This is an optimization exercise on Yosys and OpenROAD, whose aim is small area, not a production implementation.
RTL that was checked went through simulation tests only; none was proved equivalent to the original.

== north ==
## pipe_core
module pipe_core (
    input  logic        clk,
    input  logic        rst,
    input  logic        in_valid,
    input  logic [15:0] in_instr,
    output logic        in_ready,
    output logic        trace_valid,
    output logic [75:0] trace,
    input  logic        trace_ready
);
Size: roughly 1,900 cells after synthesis, about 98 I/O pins, roughly 24,000 um^2 of cells after synthesis.
==> module pipe_core, before the edit <==
module pipe_core (
    input  logic        clk,
    input  logic        rst,
    input  logic        in_valid,
    input  logic [15:0] in_instr,
    output logic        in_ready,
    output logic        trace_valid,
    output logic [75:0] trace,
    input  logic        trace_ready
);
    localparam logic [3:0] OP_ADD  = 4'd1;
    localparam logic [3:0] OP_SUB  = 4'd2;
    localparam logic [3:0] OP_ADDI = 4'd3;
    localparam logic [3:0] OP_LD   = 4'd4;
    localparam logic [3:0] OP_ST   = 4'd5;
    function automatic logic [15:0] rreg(input logic [7:1][15:0] r, input logic [2:0] ad);
        case (ad)
            3'd1:    rreg = r[1];
            3'd2:    rreg = r[2];
            3'd3:    rreg = r[3];
            3'd4:    rreg = r[4];
            3'd5:    rreg = r[5];
            3'd6:    rreg = r[6];
            3'd7:    rreg = r[7];
            default: rreg = 16'd0;
        endcase
    endfunction
    function automatic logic [3:0] bump(input logic [3:0] c);
        bump = (c == 4'hf) ? c : c + 4'd1;
    endfunction
    logic [15:0] now;
    logic        hold;
    logic        stall;
    logic        f_v, d_v, x_v, m_v;
    logic [15:0] f_i, d_i, x_i, m_i;
    logic [15:0] f_c, d_c, x_c, m_c;
    logic [3:0]  f_s, d_s, x_s, m_s;
    logic [7:0]  t_seq;
    logic [15:0] t_i, t_res, t_fc, t_rc;
    logic [3:0]  t_s;
    assign trace = {t_seq, t_i, t_res, t_fc, t_rc, t_s};
    assign hold  = trace_valid && !trace_ready;
    logic [3:0] f_op;
    logic       f_rs_use, f_rt_use, f_rd_use;
    always_comb begin
        f_op     = f_i[15:12];
        f_rs_use = (f_op >= OP_ADD) && (f_op <= OP_ST);
        f_rt_use = (f_op == OP_ADD) || (f_op == OP_SUB);
        f_rd_use = (f_op == OP_ST);
    end
    assign stall = d_v && (d_i[15:12] == OP_LD) && (d_i[11:9] != 3'd0) && f_v
                   && ((f_rs_use && f_i[8:6] == d_i[11:9])
                       || (f_rt_use && f_i[5:3] == d_i[11:9])
                       || (f_rd_use && f_i[11:9] == d_i[11:9]));
    assign in_ready = !hold && !stall;
    always_ff @(posedge clk) begin
        if (rst) now <= '0;
        else     now <= now + 16'd1;
    end
    always_ff @(posedge clk) begin
        if (rst) begin
            f_v <= 1'b0;
            d_v <= 1'b0;
            x_v <= 1'b0;
            m_v <= 1'b0;
        end else if (!hold) begin
            f_v <= stall ? f_v : in_valid;
            d_v <= f_v && !stall;
            x_v <= d_v;
            m_v <= x_v;
        end
    end
    always_ff @(posedge clk) begin
        if (in_ready) begin
            f_i <= in_instr;
            f_c <= now;
        end
        f_s <= in_ready ? 4'd0 : bump(f_s);
        if (!hold) begin
            d_i <= f_i;
            d_c <= f_c;
            x_i <= d_i;
            x_c <= d_c;
            m_i <= x_i;
            m_c <= x_c;
        end
        d_s <= hold ? bump(d_s) : f_s;
        x_s <= hold ? bump(x_s) : d_s;
        m_s <= hold ? bump(m_s) : x_s;
    end
    logic [7:1][15:0] regs;
    logic [15:0] mem_n [16];
    logic [3:0]  op;
    logic [2:0]  rd, rs, rt, p2;
    logic        is_add, is_sub, is_addi, is_ld, is_st, is_alu, wr;
    logic [15:0] a, b2, bop, sum, res;
    logic [16:0] sum_c;
    logic [3:0]  addr;
    always_comb begin
        op      = m_i[15:12];
        rd      = m_i[11:9];
        rs      = m_i[8:6];
        rt      = m_i[5:3];
        is_add  = (op == OP_ADD);
        is_sub  = (op == OP_SUB);
        is_addi = (op == OP_ADDI);
        is_ld   = (op == OP_LD);
        is_st   = (op == OP_ST);
        is_alu  = is_add || is_sub || is_addi;
        wr      = is_alu || is_ld;
        p2      = is_st ? rd : rt;
        a       = rreg(regs, rs);
        b2      = rst ? 16'd0 : rreg(regs, p2);
        addr    = a[3:0] + m_i[3:0];
        bop     = (is_add || is_sub) ? b2 : {{10{m_i[5]}}, m_i[5:0]};
        sum_c   = {a, 1'b1} + {bop ^ {16{is_sub}}, is_sub};
        sum     = sum_c[16:1];
        res     = ({16{is_ld && !rst}} & ~mem_n[addr])
                | ({16{is_st}} & b2)
                | ({16{is_alu && !rst}} & sum);
    end
    logic        retire;
    logic [15:0] r_wdata, m_wdata;
    assign retire  = m_v && !hold;
    assign r_wdata = res;
    assign m_wdata = b2;
    always_ff @(posedge clk) begin
        for (int i = 1; i < 8; i++) begin
            if (rst || (retire && wr && rd == 3'(i))) regs[i] <= r_wdata;
        end
    end
    always_ff @(posedge clk) begin
        for (int i = 0; i < 16; i++) begin
            if (rst || (retire && is_st && addr == 4'(i))) mem_n[i] <= ~m_wdata;
        end
    end
    always_ff @(posedge clk) begin
        if (rst) trace_valid <= 1'b0;
        else if (!hold) trace_valid <= m_v;
    end
    always_ff @(posedge clk) begin
        if (rst) t_seq <= 8'hff;
        else     t_seq <= t_seq + {7'd0, retire};
    end
    always_ff @(posedge clk) begin
        if (!hold) begin
            t_i   <= m_i;
            t_res <= res;
            t_fc  <= m_c;
            t_rc  <= now;
            t_s   <= m_s;
        end
    end
endmodule
Settings: LEC_CHECK=0, ABC_AREA=1, CAP_MARGIN=0, CORE_MARGIN=2, CORE_UTILIZATION=40, SLEW_MARGIN=0; clock period 5.5 ns.
standard.sh (not shown) runs the stock make flow with config.mk's settings and CLKGATE_MAP_FILE= SYNTH_SCRIPT=/design/flow/synth_recipe.tcl, a recipe that flattens the netlist after the stock synthesis.
==> flow/flow/run.sh <==
#!/bin/bash
# Standard layout with a leaner clock tree (no dummy loads, smaller
# buffers) and the smallest buffer on the ports.
export CTS_ARGS="-sink_clustering_enable -repair_clock_nets -dont_use_dummy_load -buf_list {sky130_fd_sc_hd__clkbuf_4 sky130_fd_sc_hd__clkbuf_8} -sink_clustering_size 16 -sink_clustering_max_diameter 60"
export BUFFER_PORTS_ARGS="-buffer_cell sky130_fd_sc_hd__buf_1"
bash standard.sh > standard.log 2>&1
The flow did not stop early for north: all stages ran, and the layout cleared the timing, design-rule and antenna checks.
> inputs changed (north -> south)
diff --git a/flow/design.v b/flow/design.v
--- a/flow/design.v
+++ b/flow/design.v
@@ -30,18 +30,16 @@
             default: rreg = 16'd0;
         endcase
     endfunction
-    function automatic logic [3:0] bump(input logic [3:0] c);
-        bump = (c == 4'hf) ? c : c + 4'd1;
-    endfunction
     logic [15:0] now;
     logic        hold;
     logic        stall;
     logic        f_v, d_v, x_v, m_v;
     logic [15:0] f_i, d_i, x_i, m_i;
     logic [15:0] f_c, d_c, x_c, m_c;
-    logic [3:0]  f_s, d_s, x_s, m_s;
+    logic        f_l, d_l, x_l, m_l;
     logic [7:0]  t_seq;
     logic [15:0] t_i, t_res, t_fc, t_rc;
+    logic        t_l;
     logic [3:0]  t_s;
     assign trace = {t_seq, t_i, t_res, t_fc, t_rc, t_s};
     assign hold  = trace_valid && !trace_ready;
@@ -62,6 +60,18 @@
         if (rst) now <= '0;
         else     now <= now + 16'd1;
     end
+    logic tick, tick_seen, long_hold;
+    assign tick      = (now[3:0] == 4'd0);
+    assign long_hold = hold && tick_seen && tick;
+    always_ff @(posedge clk) begin
+        tick_seen <= hold && (tick_seen || tick);
+    end
+    logic [7:0] age;
+    assign age = t_rc[7:0] - t_fc[7:0];
+    always_comb begin
+        if (t_l || age[7:5] != 3'd0 || age[4:0] > 5'd18) t_s = 4'hf;
+        else                                            t_s = age[3:0] - 4'd4;
+    end
     always_ff @(posedge clk) begin
         if (rst) begin
             f_v <= 1'b0;
@@ -80,7 +90,7 @@
             f_i <= in_instr;
             f_c <= now;
         end
-        f_s <= in_ready ? 4'd0 : bump(f_s);
+        f_l <= !in_ready && (f_l || long_hold);
         if (!hold) begin
             d_i <= f_i;
             d_c <= f_c;
@@ -89,9 +99,9 @@
             m_i <= x_i;
             m_c <= x_c;
         end
-        d_s <= hold ? bump(d_s) : f_s;
-        x_s <= hold ? bump(x_s) : d_s;
-        m_s <= hold ? bump(m_s) : x_s;
+        d_l <= hold ? (d_l || long_hold) : f_l;
+        x_l <= hold ? (x_l || long_hold) : d_l;
+        m_l <= hold ? (m_l || long_hold) : x_l;
     end
     logic [7:1][15:0] regs;
     logic [15:0] mem_n [16];
@@ -153,7 +163,7 @@
             t_res <= res;
             t_fc  <= m_c;
             t_rc  <= now;
-            t_s   <= m_s;
+            t_l   <= m_l;
         end
     end
 endmodule
--- outcome ---
- south completed every stage of the flow, and the final layout passed the timing, design-rule and antenna checks.
- Re sequential cell area: south and north aren't equal, and the lower value belongs to south.
- south: normalized max-slew margin 5.9 points below north
- Min mean post-synth cell area across south and north: south
- | utilization | south vs north | 0.88 points lower |
- Looking at layout overhead on the synthesized area, south sits 1.7 points below north.
No functional check of the RTL was part of north.

==> port drivers added, routing unchanged <==
How much do the figures lean on ideal ports? The routed layouts below were timed once more, with nothing changed but the port constraints. Step 1: set_driving_cell puts a clkbuf_16 on clk and a buf_2 on each other input, an assumption about the parent block. Step 2 moves the port delays by t, midway between the first and last clock arrival at a register: inputs arrive t later, outputs are due t later. That takes back most of the time a late clock gives input paths. a / b / c = ideal ports / drivers / drivers and shift; a / b = the first two.
| run | t (ns) | setup WS [ns] | latest minus earliest clock arrival (ns) | slew at the worst register clock pin (ns) |
|---|---|---|---|---|
| north | 0.683 | 0.298 / 0.298 / 0.298 | 0.129 / 0.129 | 0.10 / 0.10 |
| south | 0.682 | 0.607 / 0.607 / 0.607 | 0.080 / 0.080 | 0.10 / 0.10 |
After both steps setup and hold are still met in every run listed.
